This design comes from an exercise in tuning for small area, a short achievable clock period and few clock cycles per item on the open sky130 flow, not from production work. Only simulation tests tie the RTL to the original design; equivalence was not proved.

==> flow/design.v (excerpt) <==
module quad_disc_root #(
   parameter int W_IN   = quad_pkg::W_IN_DEF,
   parameter int W_DISC = 2*W_IN + 2,
   parameter int W_ROOT = W_IN + 1
) (
   input  logic                     CLK,
   input  logic                     RST,
   input  logic                     START,
   input  logic signed [W_IN-1:0]   A,
   input  logic signed [W_IN-1:0]   B,
   input  logic signed [W_IN-1:0]   C,
   output logic                     BUSY,
   output logic                     DONE,
   output logic signed [W_DISC-1:0] DISC,
   output logic        [W_ROOT-1:0] SQRT,
   output logic                     EXACT,
   output logic        [1:0]        ST
);
Size: roughly 110 I/O pins, ~34,000 um2 of cells after synthesis.
clock: 13.5 ns
lec_check: 0
abc_area: 1
cap_margin: 20
core_margin: 2
core_utilization: 60
cts_cluster_diameter: 100
cts_cluster_size: 25
slew_margin: 20
standard.sh (not shown) runs the stock make flow with config.mk's settings and CLKGATE_MAP_FILE= SYNTH_SCRIPT=/design/flow/synth_recipe.tcl, a recipe that flattens the netlist after the stock synthesis.
==> flow/flow/run.sh <==
#!/bin/bash
# Layout: the standard flow (standard.sh: ORFS synthesis through finish)
# with one change: the buffers that ORFS puts on every input and output port
# are sky130_fd_sc_hd__buf_2 instead of the delay cell buffer_ports picks by
# default, so the ports' own buffers do not slow the input and output paths.
set -o pipefail
export BUFFER_PORTS_ARGS="-buffer_cell sky130_fd_sc_hd__buf_2"
bash standard.sh > standard.log 2>&1
Testbench counts at the start, summed over its fixed seeds: cycles 2,488, items 2,400.
Change:
==> flow/run.sh (new file) <==
#!/bin/bash
# synth_recipe.tcl (not shown) runs the flow's synth.tcl, then flattens the netlist and writes it again
# the make line also repeats each setting of config.mk as NAME=value (left out here)
make -C /OpenROAD-flow-scripts/flow DESIGN_CONFIG=/design/flow/config.mk WORK_HOME=/design/flow/orfs CLKGATE_MAP_FILE= SYNTH_SCRIPT=/design/flow/synth_recipe.tcl finish
removed: flow/flow/run.sh
removed: flow/standard.sh
Result:
- The changed run ran to the end with no violations
- synthesized area does not change
- fmax decreases by 4.6%
- clock skew increases by 6.8 ps
- wire length decreases by 0.33%
- setup slack is worse by 210 ps
- synthesized cell count is unchanged
- cell area increases by 1.5%
- critical path depth decreases by 17

---

quad_disc_root, a different RTL version from the one above (not shown whole).
For scale: about 640 flip-flops.
clock: 13.5 ns
lec_check: 0
cap_margin: 20
core_margin: 2
core_utilization: 60
cts_cluster_diameter: 100
cts_cluster_size: 25
slew_margin: 20
==> flow/flow/run.sh <==
#!/bin/bash
# Layout: the standard flow (standard.sh: ORFS synthesis through finish)
# with one change: the buffers that ORFS puts on every input and output port
# are sky130_fd_sc_hd__buf_2 instead of the delay cell buffer_ports picks by
# default, so the ports' own buffers do not slow the input and output paths.
set -o pipefail
export BUFFER_PORTS_ARGS="-buffer_cell sky130_fd_sc_hd__buf_2"
bash standard.sh > standard.log 2>&1
Testbench counts at the start, summed over its fixed seeds: cycles 2,488, items 2,400.
Next try:
--- a/flow/flow/run.sh
+++ b/flow/flow/run.sh
@@ -3 +3 @@
-# with one change: the buffers that ORFS puts on every input and output port
+# with two changes: the buffers that ORFS puts on every input and output port
@@ -5 +5,2 @@
-# default, so the ports' own buffers do not slow the input and output paths.
+# default, and the timing repair after clock-tree synthesis and global routing
+# aims for a setup slack margin, so it sizes the critical paths.
@@ -7,0 +9 @@
+export SETUP_SLACK_MARGIN=9.8
- CTS_CLUSTER_SIZE: 25 -> 20
=> The changed run ran to the end with no violations. Wire length climbs slightly. Via count goes up slightly. Final cell count came out higher slightly.
Next try:
- CTS_CLUSTER_SIZE: 20 -> 25
Outcome:
- worst setup slack is better by 0.0093 ns
- fmax stays flat
- sequential share of layout area went up by 0.10 points
Next try:
--- a/flow/flow/run.sh
+++ b/flow/flow/run.sh
@@ -9 +9 @@
-export SETUP_SLACK_MARGIN=9.8
+export SETUP_SLACK_MARGIN=9.9
Wire length falls by 0.85%.
Synthesized area does not change.
Global-route usage falls by 0.52 points.
Flip-flop and latch count is unchanged.

---

Setup of zinc:
quad_disc_root again, from the RTL that the note above started with.
## quad_disc_root
module quad_disc_root #(
   parameter int W_IN   = quad_pkg::W_IN_DEF,
   parameter int W_DISC = 2*W_IN + 2,
   parameter int W_ROOT = W_IN + 1
) (
   input  logic                     CLK,
   input  logic                     RST,
   input  logic                     START,
   input  logic signed [W_IN-1:0]   A,
   input  logic signed [W_IN-1:0]   B,
   input  logic signed [W_IN-1:0]   C,
   output logic                     BUSY,
   output logic                     DONE,
   output logic signed [W_DISC-1:0] DISC,
   output logic        [W_ROOT-1:0] SQRT,
   output logic                     EXACT,
   output logic        [1:0]        ST
);
   logic        v0;
   logic [15:0] a0, b0;
   logic [7:0]  one0, two0, neg0;
   logic [16:0] cx;
   assign cx = {C, 1'b0};
   always_ff @(posedge CLK) begin
      v0 <= START & ~RST;
      a0 <= A;
      b0 <= B;
      for (int k = 0; k < 8; k++) begin
         one0[k] <= cx[2*k+1] ^ cx[2*k];
         two0[k] <= (cx[2*k+2] & ~cx[2*k+1] & ~cx[2*k]) | (~cx[2*k+2] & cx[2*k+1] & cx[2*k]);
         neg0[k] <= ~cx[2*k+2] & (cx[2*k+1] | cx[2*k]);
      end
   end
   wire cshs0, cshc0;
   assign cshs0 = (((one0[0] & a0[10]) | (two0[0] & a0[9])) ^ neg0[0]) ^ (((one0[1] & a0[8]) | (two0[1] & a0[7])) ^ neg0[1]);
   assign cshc0 = (((one0[0] & a0[10]) | (two0[0] & a0[9])) ^ neg0[0]) & (((one0[1] & a0[8]) | (two0[1] & a0[7])) ^ neg0[1]);
   wire css0, csc0;
   assign css0 = (((one0[0] & a0[12]) | (two0[0] & a0[11])) ^ neg0[0]) ^ (((one0[1] & a0[10]) | (two0[1] & a0[9])) ^ neg0[1]) ^ (((one0[2] & a0[8]) | (two0[2] & a0[7])) ^ neg0[2]);
  ...
==> flow/config.mk <==
export PLATFORM = sky130hd
export DESIGN_NAME = quad_disc_root
export DESIGN_NICKNAME = quad_disc_root
export VERILOG_FILES = /design/flow/design.v
export SDC_FILE = /design/flow/constraint.sdc
export NUM_CORES = 4
export LEC_CHECK = 0
export CAP_MARGIN = 20
export CORE_MARGIN = 2
export CORE_UTILIZATION = 60
export CTS_CLUSTER_DIAMETER = 100
export CTS_CLUSTER_SIZE = 25
export SLEW_MARGIN = 20
==> flow/constraint.sdc <==
create_clock -name core_clock -period 13.5 [get_ports {CLK}]
set_input_delay 2.7000 -clock core_clock [delete_from_list [all_inputs] [get_ports {CLK}]]
set_output_delay 2.7000 -clock core_clock [all_outputs]
set_load 0.01 [all_outputs]
run.sh (not shown) runs the stock make flow with config.mk's settings and CLKGATE_MAP_FILE= SYNTH_SCRIPT=/design/flow/synth_recipe.tcl, a recipe that flattens the netlist after the stock synthesis.
Stock flow here: none of the scripts above is used.
Per the final summary, zinc finished and its layout is clean on timing, DRC and antenna.
Testbench counts of zinc, summed over its fixed seeds: cycles 2,488, items 2,400.
Inputs modified between zinc and juniper:
# zinc
export LEC_CHECK = 0
export CAP_MARGIN = 20
export CORE_MARGIN = 2
export CORE_UTILIZATION = 60
export CTS_CLUSTER_DIAMETER = 100
export CTS_CLUSTER_SIZE = 25
export SLEW_MARGIN = 20
create_clock -name core_clock -period 13.5 [get_ports {CLK}]
# juniper
export LEC_CHECK = 0
export CAP_MARGIN = 20
export CORE_MARGIN = 2
export CORE_UTILIZATION = 60
export CTS_CLUSTER_DIAMETER = 50
export CTS_CLUSTER_SIZE = 45
export SLEW_MARGIN = 20
create_clock -name core_clock -period 13.5 [get_ports {CLK}]
==> flow/flow/run.sh (new file) <==
#!/bin/bash
# Layout: the standard flow (standard.sh: ORFS synthesis through finish)
# with two changes: the buffers that ORFS puts on every input and output port
# are sky130_fd_sc_hd__buf_2 instead of the delay cell buffer_ports picks by
# default, and the timing repair after clock-tree synthesis and global routing
# aims for a setup slack margin, so it sizes the critical paths.
set -o pipefail
export BUFFER_PORTS_ARGS="-buffer_cell sky130_fd_sc_hd__buf_2"
export SETUP_SLACK_MARGIN=9.8
bash standard.sh > standard.log 2>&1
==> flow/standard.sh (new file) <==
#!/bin/bash
# synth_recipe.tcl (not shown) runs the flow's synth.tcl, then flattens the netlist and writes it again
# the make line also repeats each setting of config.mk as NAME=value (left out here)
make -C /OpenROAD-flow-scripts/flow DESIGN_CONFIG=/design/flow/config.mk WORK_HOME=/design/flow/orfs CLKGATE_MAP_FILE= SYNTH_SCRIPT=/design/flow/synth_recipe.tcl "${@:-finish}"
removed: flow/run.sh
Results
Diff zinc -> juniper: portion of the clock cycle consumed by the worst path in the final layout went down, wire length of the first global-routing pass went up, routing usage on met1 now sits higher.
Any difference in setup TNS between juniper and zinc is small enough to ignore.
Against zinc, juniper comes in 4.3 points higher on layout-stage area growth over the synthesis result.
Relative to zinc, worst slew slack as a fraction of its limit has gone up in juniper.
[inputs] cedar vs juniper
# juniper
export LEC_CHECK = 0
export CAP_MARGIN = 20
export CORE_MARGIN = 2
export CORE_UTILIZATION = 60
export CTS_CLUSTER_DIAMETER = 50
export CTS_CLUSTER_SIZE = 45
export SLEW_MARGIN = 20
create_clock -name core_clock -period 13.5 [get_ports {CLK}]
# cedar
export LEC_CHECK = 0
export CAP_MARGIN = 20
export CORE_MARGIN = 2
export CORE_UTILIZATION = 60
export CTS_CLUSTER_DIAMETER = 100
export CTS_CLUSTER_SIZE = 25
export SLEW_MARGIN = 20
create_clock -name core_clock -period 13.5 [get_ports {CLK}]
-- flow/flow/run.sh --
<<< juniper, line 8
export BUFFER_PORTS_ARGS="-buffer_cell sky130_fd_sc_hd__buf_2"
export SETUP_SLACK_MARGIN=9.8
bash standard.sh > standard.log 2>&1
>>> cedar, line 8
export BUFFER_PORTS_ARGS="-buffer_cell sky130_fd_sc_hd__buf_2"
export SETUP_SLACK_MARGIN=9.7
bash standard.sh > standard.log 2>&1
--- outcome ---
- cedar finished every step from synthesis to the final layout, and the layout passed the timing, design-rule and antenna checks.
- Diff cedar..juniper | post-placement cell area | negligible
- Status: setup slack parity (cedar, juniper)
- Lower count of clock-buffer cells in the layout among cedar and juniper: cedar
- cedar and juniper ended up with nearly the same detail-routed via count per cell.
- Achievable frequency essentially unchanged between cedar and juniper.
- cedar: global-route met2 utilization 2.6 points below juniper

-- separate check: timing with driven ports --
Ports are ideal in the flow. The routed layouts listed here were re-timed in OpenROAD. Step 1: set_driving_cell puts a clkbuf_16 on CLK and a buf_2 on each other input, an assumption about the parent block. Step 2 also shifts input and output timing later by t, the mid clock arrival at the registers, as if the neighbouring blocks saw the same clock. Three values: ideal, step 1, step 2; two values: the first two.
run	shift t [ns]	slack for setup (ns)	hold WS [ns]	worst setup path at the end
the first run of note 1	0.633	9.191 / 9.191 / 9.191	0.323 / 0.323 / 0.323	register to register
the second run of note 1	0.631	8.982 / 9.017 / 8.386	0.315 / 0.315 / 0.315	input to register
the first run of note 2	0.678	9.586 / 9.577 / 9.586	0.319 / 0.319 / 0.319	register to register
the second run of note 2	0.639	9.741 / 9.681 / 9.771	0.321 / 0.321 / 0.321	input to register
the third run of note 2	0.636	9.750 / 9.690 / 9.800	0.319 / 0.319 / 0.319	input to register
the fourth run of note 2	0.673	9.698 / 9.640 / 9.771	0.324 / 0.324 / 0.324	input to register
zinc	0.628	9.305 / 9.244 / 9.613	0.326 / 0.326 / 0.326	register to register
juniper	0.695	9.686 / 9.625 / 9.791	0.321 / 0.321 / 0.321	input to register
cedar	0.679	9.688 / 9.628 / 9.801	0.316 / 0.316 / 0.316	input to register
After both steps every run listed still meets setup and hold. For the second run of note 1, which loses most, drivers alone change the setup slack by +0.035 ns; drivers and shift together by -0.596 ns.
